Background: an optimization exercise with open tools, aiming at small area and a short achievable clock period. Do not read the settings as production practice.
Function was checked by simulation only, so behaviour that the tests miss may differ from the original.
Power and IR drop assume default switching activity.

## flow/design.v (module list and top-level ports; edited modules follow where they fit)
// module fb_window_gen: 78 lines
// module fb_combiner_n: 3511 lines
// module fb_fa: 10 lines
// module fb_ao21: 8 lines
// module fb_and2: 7 lines
// module fb_ha: 9 lines
module fb_combiner_n
#(
    parameter int N_CH      = 4,
    parameter int DATA_W    = 15,
    parameter int COEF_W    = 18,
    parameter int FRAC_BITS = 14,
    parameter int OUT_W     = 13,
    parameter int CNT_W     = 8
) (
    input  logic                     clk,
    input  logic                     rst_n,
    input  logic                     trig,
    input  logic [N_CH*DATA_W-1:0]   data_in,
    input  logic [N_CH*COEF_W-1:0]   coef,
    input  logic [N_CH-1:0]          ch_en,
    input  logic [1:0]               mode,
    input  logic [OUT_W-1:0]         const_dac,
    input  logic [2:0]               no_bunches,
    input  logic [3:0]               no_samples,
    input  logic [CNT_W-1:0]         sample_spacing,
    input  logic [CNT_W-1:0]         start_delay,
    input  logic                     sat_clr,
    output logic [OUT_W-1:0]         fb_sgnl,
    output logic                     dac_cond,
    output logic                     busy,
    output logic                     sat_flag
);
  // ...
==> flow/flow/run.sh <==
#!/bin/bash
set -euo pipefail
bash standard.sh SETUP_SLACK_MARGIN=6.0 "BUFFER_PORTS_ARGS=-buffer_cell sky130_fd_sc_hd__buf_1" finish > flow_make.log 2>&1
==> flow/standard.sh <==
#!/bin/bash
# synth_recipe.tcl (not shown) runs the flow's synth.tcl, then flattens the netlist and writes it again
# the make line also repeats each setting of config.mk as NAME=value (left out here)
make -C /OpenROAD-flow-scripts/flow DESIGN_CONFIG=/design/flow/config.mk WORK_HOME=/design/flow/orfs CLKGATE_MAP_FILE= SYNTH_SCRIPT=/design/flow/synth_recipe.tcl "${@:-finish}"
==> flow/config.mk <==
export PLATFORM = sky130hd
export DESIGN_NAME = fb_combiner_n
export DESIGN_NICKNAME = fb_combiner_n
export VERILOG_FILES = /design/flow/design.v
export SDC_FILE = /design/flow/constraint.sdc
export NUM_CORES = 4
export LEC_CHECK = 0
export ABC_CLOCK_PERIOD_IN_PS = 2000
export CAP_MARGIN = 20
export CORE_MARGIN = 2
export CORE_UTILIZATION = 60
export SLEW_MARGIN = 20
export SYNTH_HIERARCHICAL = 1
export SYNTH_MINIMUM_KEEP_SIZE = 0
==> flow/constraint.sdc <==
create_clock -name core_clock -period 9.0 [get_ports {clk}]
set_input_delay 1.8000 -clock core_clock [delete_from_list [all_inputs] [get_ports {clk}]]
set_output_delay 1.8000 -clock core_clock [all_outputs]
set_load 0.01 [all_outputs]
==> impl_metrics.env, run 1 <==
export IMPL_worst_ep_arrival_time_ns=3.47
export IMPL_num_fill_cells=4799
export IMPL_end_of_the_worst_register_to_register_path="r2[209]"
export IMPL_post_cts_resized_instances=74
export IMPL_finalNetCount=4094
export IMPL_synth_top_flop_cell="dfxtp_1"
export IMPL_routed_wire_length_per_instance_um=25.1
export IMPL_detailroute_wirelength_met2_um=47300
export IMPL_grt_busiest_layer="met2"
export IMPL_pg_seq_w=0.00404
export IMPL_detailedRoute_firstPassIterationCount=7
export IMPL_timing_slew_headroom=0.381
export IMPL_max_freq_ghz=0.337
export IMPL_ys_seq_area_frac=0.306
export IMPL_outcome="finished clean"
export IMPL_finish_instance_area_sq_mm=0.0404
export IMPL_post_layout_nonfiller_instances=4154
export IMPL_yosys_area_share_xor_xnor=0.141
export IMPL_pnr_total_power_w=0.0140
export IMPL_synthToLayoutAreaGrowth_pct=8.51
export IMPL_antenna_cells_inserted=0
export IMPL_synth_top_cells_by_area="dfxtp_1, fa_1, xnor2_1"
export IMPL_final_hold_fails=0
export IMPL_avgSynthCellArea_sq_um=11.4
export IMPL_cp_cell_sequence="a22oi_1, xnor2_1, fa_1, fa_1, fa_1"
export IMPL_buffers=205
export IMPL_die_y_um=253
export IMPL_synth_seq_cells=552
export IMPL_worst_hold_path_num_cells=0
export IMPL_place_port_buffers=193
export IMPL_area_of_combinational_cells_with_multiple_inputs_sq_mm=0.0248
export IMPL_intPower_w=0.00834
export IMPL_most_frequent_cells_in_the_layout="xnor2_1, a22oi_1, fa_1, dfxtp_1, buf_1"
export IMPL_grt_overflow_total=0
export IMPL_post_synth_top_area_cell="dfxtp_1"
export IMPL_dominant_cell_class="multi-input gates"
export IMPL_post_route_cells_drive_above_1_share=0.0808
export IMPL_worst_r2r_path_depth=5
export IMPL_viasPerCell=6.14
export IMPL_synthDominantCellAreaShare=0.259
export IMPL_worst_setup_path_start_kind="flip-flop"
export IMPL_hold_path_class="flip-flop to flip-flop"
export IMPL_critical_path_slowest_cell="dfxtp_1"
==> inputs of run 2 (changes only) <==
--- a/flow/config.mk
+++ b/flow/config.mk
@@ -10,4 +10,6 @@
 export CORE_MARGIN = 2
 export CORE_UTILIZATION = 60
+export CTS_CLUSTER_DIAMETER = 80
+export CTS_CLUSTER_SIZE = 24
 export SLEW_MARGIN = 20
 export SYNTH_HIERARCHICAL = 1
==> impl_metrics.env, run 2 <==
export IMPL_outcome="finished clean"
export IMPL_post_synth_top_area_cell="dfxtp_1"
export IMPL_drt_wl_total_um=104000
export IMPL_min_from="vld[0]"
export IMPL_grt_antenna_before_repair=1
export IMPL_critPathLaunch="r2[26]"
export IMPL_most_frequent_cells_in_the_layout="xnor2_1, a22oi_1, fa_1, dfxtp_1, buf_1"
export IMPL_cp_cell_sequence="fa_1, fa_1, fa_1, fa_1, fa_1"
export IMPL_final_setup_viol_count=0
export IMPL_start_util=0.605
export IMPL_post_route_cells_drive_above_1_share=0.0658
export IMPL_cts_root_buf="clkbuf_16"
export IMPL_dpl_hpwl_um=79100
export IMPL_critPathMaxStageDelay_ns=0.62
export IMPL_tns_ns=0
export IMPL_grt_overflow_total=0
export IMPL_final_hold_fails=0
export IMPL_finish_instance_area_sq_mm=0.0394
export IMPL_finalNetCount=4068
export IMPL_ys_async_sr_fraction=0.127
export IMPL_grt_pass1_wl_um=159000
export IMPL_die_y_um=253
export IMPL_timing_critical_path_to_type="flip-flop"
export IMPL_drv_cap=0
export IMPL_area_of_the_core_sq_mm=0.0616
export IMPL_number_of_flops_mapped_to_enable_cells_by_yosys=0
export IMPL_insertion_delay_ns=0.60
export IMPL_min_period_ns=2.99
export IMPL_hold_path_class="flip-flop to flip-flop"
export IMPL_critical_path_slowest_cell="fa_1"
export IMPL_cpMostUsedCell="fa_1"
export IMPL_routed_wire_length_per_instance_um=25.2
export IMPL_finish_utilization=0.640
export IMPL_commonest_cells_in_the_synthesized_netlist="xnor2_1, a22oi_1, dfxtp_1, fa_1, clkbuf_1"
export IMPL_width_of_the_chip_um=253
export IMPL_drcViolationCount=0
export IMPL_num_fill_cells=4903
export IMPL_synthDominantCellAreaShare=0.259
export IMPL_final_max_slew_viol_count=0
export IMPL_cts_tree="yes"
export IMPL_pre_cts_slack_ns=5.10
export IMPL_gp_congestion=1.02
export IMPL_yosysWarningCount=8
export IMPL_design_portCount=194
export IMPL_grt_setup_unrepaired="yes"
export IMPL_routed_via_count=25419
export IMPL_most_used_standard_cell_by_instance_count_after_synthesis="xnor2_1"
export IMPL_syn_instance_count=3273
export IMPL_ys_types=57
export IMPL_detailedRoute_firstPassIterationCount=8
export IMPL_total_number_of_placement_rows=91
export IMPL_largest_registers="r2 (265), r3 (49), sum_q (21)"
export IMPL_path_max_fanout=1
export IMPL_regToRegStartpoint="r2[26]"
export IMPL_worst_setup_hold_path_clk_slew_ns=0.09
export IMPL_worst_setup_path_start_kind="flip-flop"
export IMPL_cellPowerDensity_mw_per_mm2=333
export IMPL_ant_nets=0
export IMPL_drt_iter0_drc=3090
export IMPL_avgSynthCellArea_sq_um=11.4
export IMPL_placed_standard_cell_area_sq_mm=0.0380
export IMPL_total_leakage_power_nw=15.6
export IMPL_flip_flop_count_of_the_largest_register_all_copies_and_words_added=265
export IMPL_cts_made_buffers=35
export IMPL_layout_commonest_cell="xnor2_1"
export IMPL_dieArea_sq_mm=0.0641
export IMPL_ir_worst_vdd_v=0.000369
export IMPL_max_clock_path_buffers=3
export IMPL_cts_max_level=2
export IMPL_max_freq_ghz=0.335
export IMPL_track_usage=0.328
export IMPL_mappedNetlistArea_sq_mm=0.0373
export IMPL_timing_slew_headroom=0.386
export IMPL_synth_top_flop_cell="dfxtp_1"
export IMPL_synth_seq_cells=552
export IMPL_viasPerCell=6.19
export IMPL_period_share=0.332
export IMPL_worst_ep_arrival_time_ns=3.44
export IMPL_fin_ws_ns=6.01
export IMPL_first_global_vias=25705
export IMPL_timing_setup_critical_path_class="flip-flop to flip-flop"
export IMPL_pnr_total_power_w=0.0131
export IMPL_grt_max_degree=71
export IMPL_critical_path_required_ns=9.45
export IMPL_place_port_buffers=193
export IMPL_worst_pin_slew_ns=0.920
export IMPL_ys_seq_area_frac=0.306
export IMPL_synth_top_cells_by_area="dfxtp_1, fa_1, xnor2_1"
export IMPL_top_register="r2"
export IMPL_synthToLayoutAreaGrowth_pct=5.81
export IMPL_cts_sinks=552
export IMPL_clock_skew_ns=0.0257
[run 2: cell counts after synthesis]
Identical to the previous run, type by type.
[run 2: cell type report]
cell class	count	area (sq um)	share of cell area
multi-input combinational	2437	24800	0.628
timing repair buffer	205	828	0.0210
clock buffer	43	958	0.0243
sequential	552	11500	0.293
inverter	11	41.3	0.00105
clock inverter	21	224	0.00568
antenna	1	2.50	0.0000635
tap	837	1050	0.0266
[run 2: cells by family after synthesis]
group / after synthesis / synth area share
other: 1 / 0.000101
buffers and inverters: 297 / 0.0316
multiplexers: 12 / 0.00353
AO/OA/AOI/OAI: 741 / 0.145
adder cells (fa/ha/maj): 648 / 0.315
XOR/XNOR: 600 / 0.141
AND/OR/NAND/NOR: 422 / 0.0578
flip-flops: 552 / 0.306
[run 2: repair_timing]
item	in CTS	in global routing
pin swaps	1	0
hold buffers	0	0
gates resized for setup	74	52
setup buffers	3	0
endpoints found under the setup margin	66	57
[run 2: routing by layer]
layer | global-route usage | up-vias | share of wire
met1 | 0.457 | 12858 | 0.41
met5 | 0 | - | 0.00014
li1 | - | 11056 | -
met3 | 0.0632 | 200 | 0.092
met2 | 0.518 | 1303 | 0.46
met4 | 0.108 | 2 | 0.039
[run 2: critical path, delay by kind of cell (launching register included)]
family,cells,cell delay [ns]
flip-flops,1,0.33
adder cells (fa/ha/maj),5,2.52
[run 2: through the flow]
stage / std cells / hold slack (ns)
4_1_cts: 4106 / 0.355
3_3_place_gp: 4039 / 0.334
2_1_floorplan: 3286 / 0.329
3_5_place_dp: 4039 / 0.335
6_report: 4107 / 0.353
5_1_grt: 4106 / 0.363
[run 2: power breakdown]
group          internal [W]  leakage [nW]  switching (W)
logic               0.00339          10.1        0.00398
registers           0.00337          4.93       0.000664
clock network      0.000805         0.563       0.000941
[run 2: worst paths after layout]
| path | to | slack, ns | depth (start not counted) |
|---|---|---|---|
| worst max-delay path | r3[6] | 6.01 | 5 |
| worst max register to register | r3[6] | 6.01 | 5 |
| min in group asynchronous | fb_sgnl[11] | 1.41 | 2 |
| worst min-delay path | vld[1] | 0.35 | 0 |
| worst min register to register | vld[1] | 0.35 | 0 |
| max in group asynchronous | u_win.spacing[5] | 7.01 | 2 |
[run 2: modules after synthesis (local to each module, per instance), excerpt]
| module | cells | copies in the design |
|---|---|---|
| fb_fa | 1 | 481 |
| fb_ao21 | 1 | 88 |
| fb_ha | 1 | 126 |
| fb_and2 | 1 | 61 |
| fb_combiner_n | 2315 | 1 |
==> inputs of run 3 (changes only) <==
==> flow/flow/run.sh (replaced) <==
#!/bin/bash
set -euo pipefail
bash standard.sh SETUP_SLACK_MARGIN=6.15 "BUFFER_PORTS_ARGS=-buffer_cell sky130_fd_sc_hd__buf_1" finish > flow_make.log 2>&1
==> impl_metrics.env, run 3 <==
export IMPL_outcome="finished clean"
export IMPL_critical_path_slowest_cell="dfrtp_1"
export IMPL_max_freq_ghz=0.343
export IMPL_detailedRoute_firstPassIterationCount=6
export IMPL_drt_wl_total_um=103000
export IMPL_ir_worst_vdd_v=0.000293
export IMPL_synth_top_cells_by_area="dfxtp_1, fa_1, xnor2_1"
export IMPL_worst_pin_slew_ns=0.900
export IMPL_yosysWarningCount=8
export IMPL_post_layout_nonfiller_instances=4112
export IMPL_hold_path_class="flip-flop to flip-flop"
export IMPL_worst_ep_arrival_time_ns=1.12
export IMPL_yosys_area_share_adder=0.315
export IMPL_drcViolationCount=0
export IMPL_period_share=0.324
export IMPL_grt_pass1_wl_um=158000
export IMPL_finalNetCount=4074
export IMPL_synth_top_flop_cell="dfxtp_1"
export IMPL_antenna_cells_inserted=0
export IMPL_critPathMaxStageDelay_ns=0.40
export IMPL_mappedNetlistArea_sq_mm=0.0373
export IMPL_drv_cap=0
export IMPL_timing_setup_critical_path_class="flip-flop to primary output"
export IMPL_final_max_slew_viol_count=0
export IMPL_post_route_cells_drive_above_1_share=0.0864
export IMPL_tns_ns=0
export IMPL_routed_wire_length_per_instance_um=25.2
export IMPL_grt_antenna_before_repair=2
export IMPL_gp_congestion=1.02
export IMPL_critical_path_required_ns=7.20
export IMPL_num_fill_cells=4884
export IMPL_synthToLayoutAreaGrowth_pct=6.58
export IMPL_area_of_combinational_cells_with_multiple_inputs_sq_mm=0.0248
export IMPL_cts_root_buf="clkbuf_16"
export IMPL_dieArea_sq_mm=0.0641
export IMPL_design_portCount=194
export IMPL_finish_instance_area_sq_mm=0.0397
export IMPL_post_synth_and_or_nand_nor_area_fraction=0.0578
export IMPL_max_clock_path_buffers=3
export IMPL_cts_made_buffers=35
export IMPL_cts_hold_buffers=0
export IMPL_ys_seq_area_frac=0.306
export IMPL_clock_skew_ns=0.0317
export IMPL_synth_seq_cells=552
export IMPL_most_frequent_cells_in_the_layout="xnor2_1, a22oi_1, fa_1, dfxtp_1, buf_1"
export IMPL_most_used_standard_cell_by_instance_count_after_synthesis="xnor2_1"
export IMPL_grt_setup_unrepaired="yes"
export IMPL_avgSynthCellArea_sq_um=11.4
export IMPL_insertion_delay_ns=0.60
export IMPL_register_area_sq_mm=0.0116
export IMPL_grt_max_degree=71
export IMPL_timing_slew_headroom=0.398
export IMPL_synth_compound_area_frac=0.145
export IMPL_combinational_family_with_the_most_area_after_synthesis="adder cells"
export IMPL_yosys_area_share_xor_xnor=0.141
export IMPL_flip_flop_count_of_the_largest_register_all_copies_and_words_added=265
export IMPL_commonest_cells_in_the_synthesized_netlist="xnor2_1, a22oi_1, dfxtp_1, fa_1, clkbuf_1"
export IMPL_drt_iter0_drc=2691
export IMPL_largest_registers="r2 (265), r3 (49), sum_q (21)"
export IMPL_routed_via_count=25392
export IMPL_cp_cell_sequence="clkbuf_2"
export IMPL_start_util=0.605
export IMPL_cts_sinks=552
export IMPL_area_of_the_core_sq_mm=0.0616
export IMPL_worst_setup_path_start_kind="flip-flop"
export IMPL_ant_nets=0
export IMPL_cellPowerDensity_mw_per_mm2=329
export IMPL_final_setup_viol_count=0
export IMPL_synthDominantCellAreaShare=0.259
export IMPL_pnr_total_power_w=0.0131
export IMPL_die_y_um=253
export IMPL_ys_async_sr_fraction=0.127
export IMPL_worst_setup_hold_path_clk_slew_ns=0.09
export IMPL_cts_max_level=2
export IMPL_number_of_flops_mapped_to_enable_cells_by_yosys=0
export IMPL_path_max_fanout=2
export IMPL_cp_top_family="flip-flops"
export IMPL_post_synth_top_area_cell="dfxtp_1"
export IMPL_total_number_of_placement_rows=91
export IMPL_width_of_the_chip_um=253
export IMPL_final_hold_fails=0
export IMPL_layout_commonest_cell="xnor2_1"
export IMPL_ys_types=57
export IMPL_total_leakage_power_nw=15.7
export IMPL_grt_overflow_total=0
export IMPL_track_usage=0.327
export IMPL_post_synthesis_mux_area_share=0.00353
export IMPL_placed_standard_cell_area_sq_mm=0.0381
export IMPL_first_global_vias=25669
export IMPL_dpl_hpwl_um=79000
export IMPL_finish_utilization=0.645
export IMPL_timing_critical_path_to_type="primary output"
export IMPL_syn_instance_count=3273
export IMPL_critical_path_buffers_and_inverters=1
export IMPL_top_register="r2"
export IMPL_place_port_buffers=193
export IMPL_dpl_cell_count=4045
export IMPL_cts_tree="yes"
export IMPL_min_period_ns=2.92
export IMPL_viasPerCell=6.18
-- run 3: cell families (layout without fill, tap and decap cells) --
| group | after synthesis | in the layout |
|---|---|---|
| xor+xnor | 600 | 600 |
| mux | 12 | 12 |
| simple gates | 422 | 422 |
| compound gates | 741 | 741 |
| buf+inv | 297 | 286 |
| fa+ha+maj | 648 | 648 |
| other cells | 1 | 14 |
| flops | 552 | 552 |
-- run 3: Yosys stat by module, one instance, submodules excluded, a selection --
| module | copies in the design | flops+latches | cell area (sq um) |
|---|---|---|---|
| fb_and2 | 61 | 0 | 6.26 |
| fb_ao21 | 88 | 0 | 7.51 |
| fb_combiner_n | 1 | 525 | 23200 |
| fb_fa | 481 | 0 | 20.0 |
| fb_ha | 126 | 0 | 12.5 |
-- run 3: routing by layer --
metal	vias to the layer above	GRT usage	share of wire
li1	11071	-	-
met1	12734	0.458	0.41
met2	1347	0.509	0.45
met3	240	0.0609	0.095
met4	0	0.124	0.045
met5	-	0	0
-- run 3: cell type report --
class / instances / area share
timing repair buffer: 211 / 0.0232
inverter: 11 / 0.00104
tap: 837 / 0.0264
multi-input combinational: 2437 / 0.625
clock inverter: 20 / 0.00677
sequential: 552 / 0.293
clock buffer: 44 / 0.0245
-- run 3: final timing paths --
| path | cells after the start | to | slack [ns] | start |
|---|---|---|---|---|
| worst min-delay path | 0 | gsr[2] | 0.35 | gsr[1] |
| worst max-delay path | 1 | sat_flag | 6.08 | sat_flag |
| worst min register to register | 0 | gsr[2] | 0.35 | gsr[1] |
| worst max register to register | 5 | r2[136] | 6.16 | one0_q[7] |
| max in group asynchronous | 2 | u_win.spacing[0] | 7.01 | rst_n |
| min in group asynchronous | 2 | fb_sgnl[8] | 1.41 | rst_n |
-- run 3: per-stage QoR --
step	hold WS [ns]	setup WS, ns
after detailed placement	0.336	5.13
after floorplan	0.329	5.71
after global placement	0.335	5.22
after CTS	0.358	6.05
after global routing	0.364	6.04
final	0.354	6.08
-- run 3: worst register-to-register path: stages, from the launching register on --
cell	delay, ns
dfxtp_2	0.56
a22oi_1	0.16
xnor2_1	0.34
fa_1	0.50
fa_1	0.70
fa_1	0.47
-- run 3: report_power, final --
group	internal [W]	switching [W]
clock network	0.000871	0.000928
registers	0.00337	0.000654
logic	0.00338	0.00387
-- run 3: what timing repair did --
action                     in CTS  in global routing
pin swaps                       1                  3
gates cloned                    0                  0
gates resized for setup       134                 82
buffers inserted                3                  0
setup endpoints to repair     151                 73
==> inputs of run 4 (changes only) <==
--- a/flow/config.mk
+++ b/flow/config.mk
@@ -9,5 +9,5 @@
 export CAP_MARGIN = 20
 export CORE_MARGIN = 2
-export CORE_UTILIZATION = 60
+export CORE_UTILIZATION = 70
 export CTS_CLUSTER_DIAMETER = 80
 export CTS_CLUSTER_SIZE = 24
==> impl_metrics.env, run 4 <==
export IMPL_total_leakage_power_nw=15.5
export IMPL_critical_path_buffers_and_inverters=1
export IMPL_pre_cts_slack_ns=5.20
export IMPL_design_portCount=194
export IMPL_finalNetCount=4065
export IMPL_synth_seq_cells=552
export IMPL_max_freq_ghz=0.336
export IMPL_ys_async_sr_fraction=0.127
export IMPL_layout_commonest_cell="xnor2_1"
export IMPL_final_hold_fails=0
export IMPL_clock_skew_ns=0.0521
export IMPL_routed_wire_length_per_instance_um=25.6
export IMPL_grt_antenna_before_repair=5
export IMPL_critical_path_slowest_cell="dfrtp_1"
export IMPL_fin_ws_ns=6.02
export IMPL_ys_types=57
export IMPL_min_from="vld[0]"
export IMPL_hold_path_class="flip-flop to flip-flop"
export IMPL_insertion_delay_ns=0.66
export IMPL_pnr_total_power_w=0.0127
export IMPL_worst_setup_hold_path_clk_slew_ns=0.10
export IMPL_grt_setup_unrepaired="yes"
export IMPL_critical_path_required_ns=7.20
export IMPL_timing_setup_critical_path_class="flip-flop to primary output"
export IMPL_post_route_cells_drive_above_1_share=0.0820
export IMPL_cts_max_level=1
export IMPL_outcome="finished clean"
export IMPL_width_of_the_chip_um=235
export IMPL_ys_seq_area_frac=0.306
export IMPL_ant_nets=0
export IMPL_flip_flop_count_of_the_largest_register_all_copies_and_words_added=265
export IMPL_area_of_the_core_sq_mm=0.0526
export IMPL_final_max_slew_viol_count=0
export IMPL_commonest_cells_in_the_synthesized_netlist="xnor2_1, a22oi_1, dfxtp_1, fa_1, clkbuf_1"
export IMPL_regToRegStartpoint="x2_q[14]"
export IMPL_min_period_ns=2.98
export IMPL_number_of_flops_mapped_to_enable_cells_by_yosys=0
export IMPL_dieArea_sq_mm=0.0551
export IMPL_synthToLayoutAreaGrowth_pct=5.17
export IMPL_dpl_hpwl_um=76700
export IMPL_first_global_vias=25860
export IMPL_grt_pass1_wl_um=155000
export IMPL_yosysWarningCount=8
export IMPL_critPathMaxStageDelay_ns=0.40
export IMPL_drcViolationCount=0
export IMPL_drv_cap=0
export IMPL_synth_top_cells_by_area="dfxtp_1, fa_1, xnor2_1"
export IMPL_synthDominantCellAreaShare=0.259
export IMPL_grt_max_degree=71
export IMPL_cts_sinks=552
export IMPL_placed_standard_cell_area_sq_mm=0.0378
export IMPL_syn_instance_count=3273
export IMPL_gp_congestion=1.00
export IMPL_routed_via_count=25700
export IMPL_start_util=0.709
export IMPL_grt_overflow_total=0
export IMPL_ir_worst_vdd_v=0.000328
export IMPL_track_usage=0.366
export IMPL_synth_top_flop_cell="dfxtp_1"
export IMPL_most_used_standard_cell_by_instance_count_after_synthesis="xnor2_1"
export IMPL_critPathLaunch="u_win.busy_q"
export IMPL_most_frequent_cells_in_the_layout="xnor2_1, a22oi_1, fa_1, dfxtp_1, buf_1"
export IMPL_post_synth_top_area_cell="dfxtp_1"
export IMPL_path_max_fanout=1
export IMPL_cellPowerDensity_mw_per_mm2=323
export IMPL_timing_slew_headroom=0.429
export IMPL_final_setup_viol_count=0
export IMPL_timing_critical_path_to_type="primary output"
export IMPL_cts_root_buf="clkbuf_16"
export IMPL_top_register="r2"
export IMPL_worst_ep_arrival_time_ns=1.18
export IMPL_mappedNetlistArea_sq_mm=0.0373
export IMPL_cts_made_buffers=30
export IMPL_worst_setup_path_start_kind="flip-flop"
export IMPL_cp_cell_sequence="buf_1"
export IMPL_detailedRoute_firstPassIterationCount=8
export IMPL_viasPerCell=6.51
export IMPL_cp_top_family="flip-flops"
export IMPL_tns_ns=0
export IMPL_finish_instance_area_sq_mm=0.0392
export IMPL_die_y_um=235
export IMPL_largest_registers="r2 (265), r3 (49), sum_q (21)"
export IMPL_cts_tree="yes"
export IMPL_total_number_of_placement_rows=84
export IMPL_max_clock_path_buffers=3
export IMPL_place_port_buffers=193
export IMPL_drt_iter0_drc=3320
export IMPL_drt_wl_total_um=101000
export IMPL_worst_pin_slew_ns=0.857
export IMPL_period_share=0.331
export IMPL_avgSynthCellArea_sq_um=11.4
-- run 4: cell counts after synthesis --
Identical to the previous run, type by type.
-- run 4: modules after synthesis, one instance, submodules excluded, a selection --
module	cells	flip-flops and latches	copies in the design
fb_combiner_n	2315	525	1
fb_and2	1	0	61
fb_ao21	1	0	88
fb_ha	1	0	126
fb_fa	1	0	481
-- run 4: per-stage QoR --
stage,hold slack [ns],util,std cells
after CTS,0.360,0.743,3944
after floorplan,0.329,-,3286
after detailed placement,0.339,0.720,3889
after global routing,0.361,0.746,3945
final,0.357,0.746,3946
after global placement,0.339,0.720,3889
-- run 4: logic make-up (layout without fill, tap and decap cells) --
family | count (synthesis) | after routing | synth area share
simple gates | 422 | 422 | 0.0578
compound gates | 741 | 741 | 0.145
mux | 12 | 12 | 0.00353
xor+xnor | 600 | 600 | 0.141
flops | 552 | 552 | 0.306
fa+ha+maj | 648 | 648 | 0.315
buf+inv | 297 | 268 | 0.0316
other cells | 1 | 15 | 0.000101
-- run 4: what timing repair did --
| action | 4_1_cts | 5_1_grt |
|---|---|---|
| pin swaps | 4 | 1 |
| hold endpoints to repair | 0 | 0 |
| endpoints found under the setup margin | 142 | 64 |
| buffers inserted | 5 | 1 |
| hold buffers | 0 | 0 |
| gates resized for setup | 142 | 58 |
-- run 4: worst paths after layout --
check                                    end  slack, ns  depth (start not counted)
max in group asynchronous          sum_q[18]       7.12                          2
worst max register to register       r2[125]       6.15                          5
worst min register to register        vld[1]       0.36                          0
min in group asynchronous       u_win.cnt[5]       1.31                          2
worst max-delay path                    busy       6.02                          1
worst min-delay path                  vld[1]       0.36                          0
-- run 4: layout make-up --
type	count	area, sq um
Multi-Input combinational cell	2437	24900
Timing Repair Buffer	207	857
Sequential cell	552	11600
Fill cell	3487	13400
Antenna cell	1	2.50
Inverter	11	41.3
Tap cell	688	861
Clock buffer	37	798
Clock inverter	13	145
-- run 4: power breakdown --
part	leakage, nW	internal (W)	total, W	switching (W)
Sequential	4.95	0.00337	0.00404	0.000667
Combinational	10.1	0.00333	0.00712	0.00379
Clock	0.458	0.000655	0.00151	0.000857
-- run 4: layer usage --
| metal | track usage | up-vias | routed length, um |
|---|---|---|---|
| li1 | - | 11040 | - |
| met4 | 0.147 | 2 | 5030 |
| met3 | 0.0770 | 271 | 10700 |
| met5 | 0 | - | 13 |
| met1 | 0.488 | 12805 | 38000 |
| met2 | 0.591 | 1582 | 47500 |

==> separate check: timing with driven ports <==
Ports are ideal in the flow. The routed layouts listed here were re-timed in OpenROAD. Step 1: set_driving_cell puts a clkbuf_16 on clk and a buf_2 on each other input, an assumption about the parent block. Step 2 moves the port delays by t, midway between the first and last clock arrival at a register: inputs arrive t later, outputs are due t later. That takes back most of the time a late clock gives input paths. a / b / c = no drivers / after step 1 / after step 2; a / b = the first two.
run | t (ns) | slack for setup (ns) | latest minus earliest clock arrival (ns)
run 1 | 0.704 | 6.036 / 5.989 / 5.488 | 0.027 / 0.027
run 2 | 0.654 | 6.013 / 6.013 / 5.535 | 0.032 / 0.032
run 3 | 0.647 | 6.085 / 6.023 / 5.558 | 0.032 / 0.032
run 4 | 0.699 | 6.020 / 5.954 / 5.576 | 0.053 / 0.053
After both steps setup and hold are still met in every run listed. The setup slack of run 1, which loses most, moves by -0.047 ns with the drivers and by -0.548 ns with both steps.
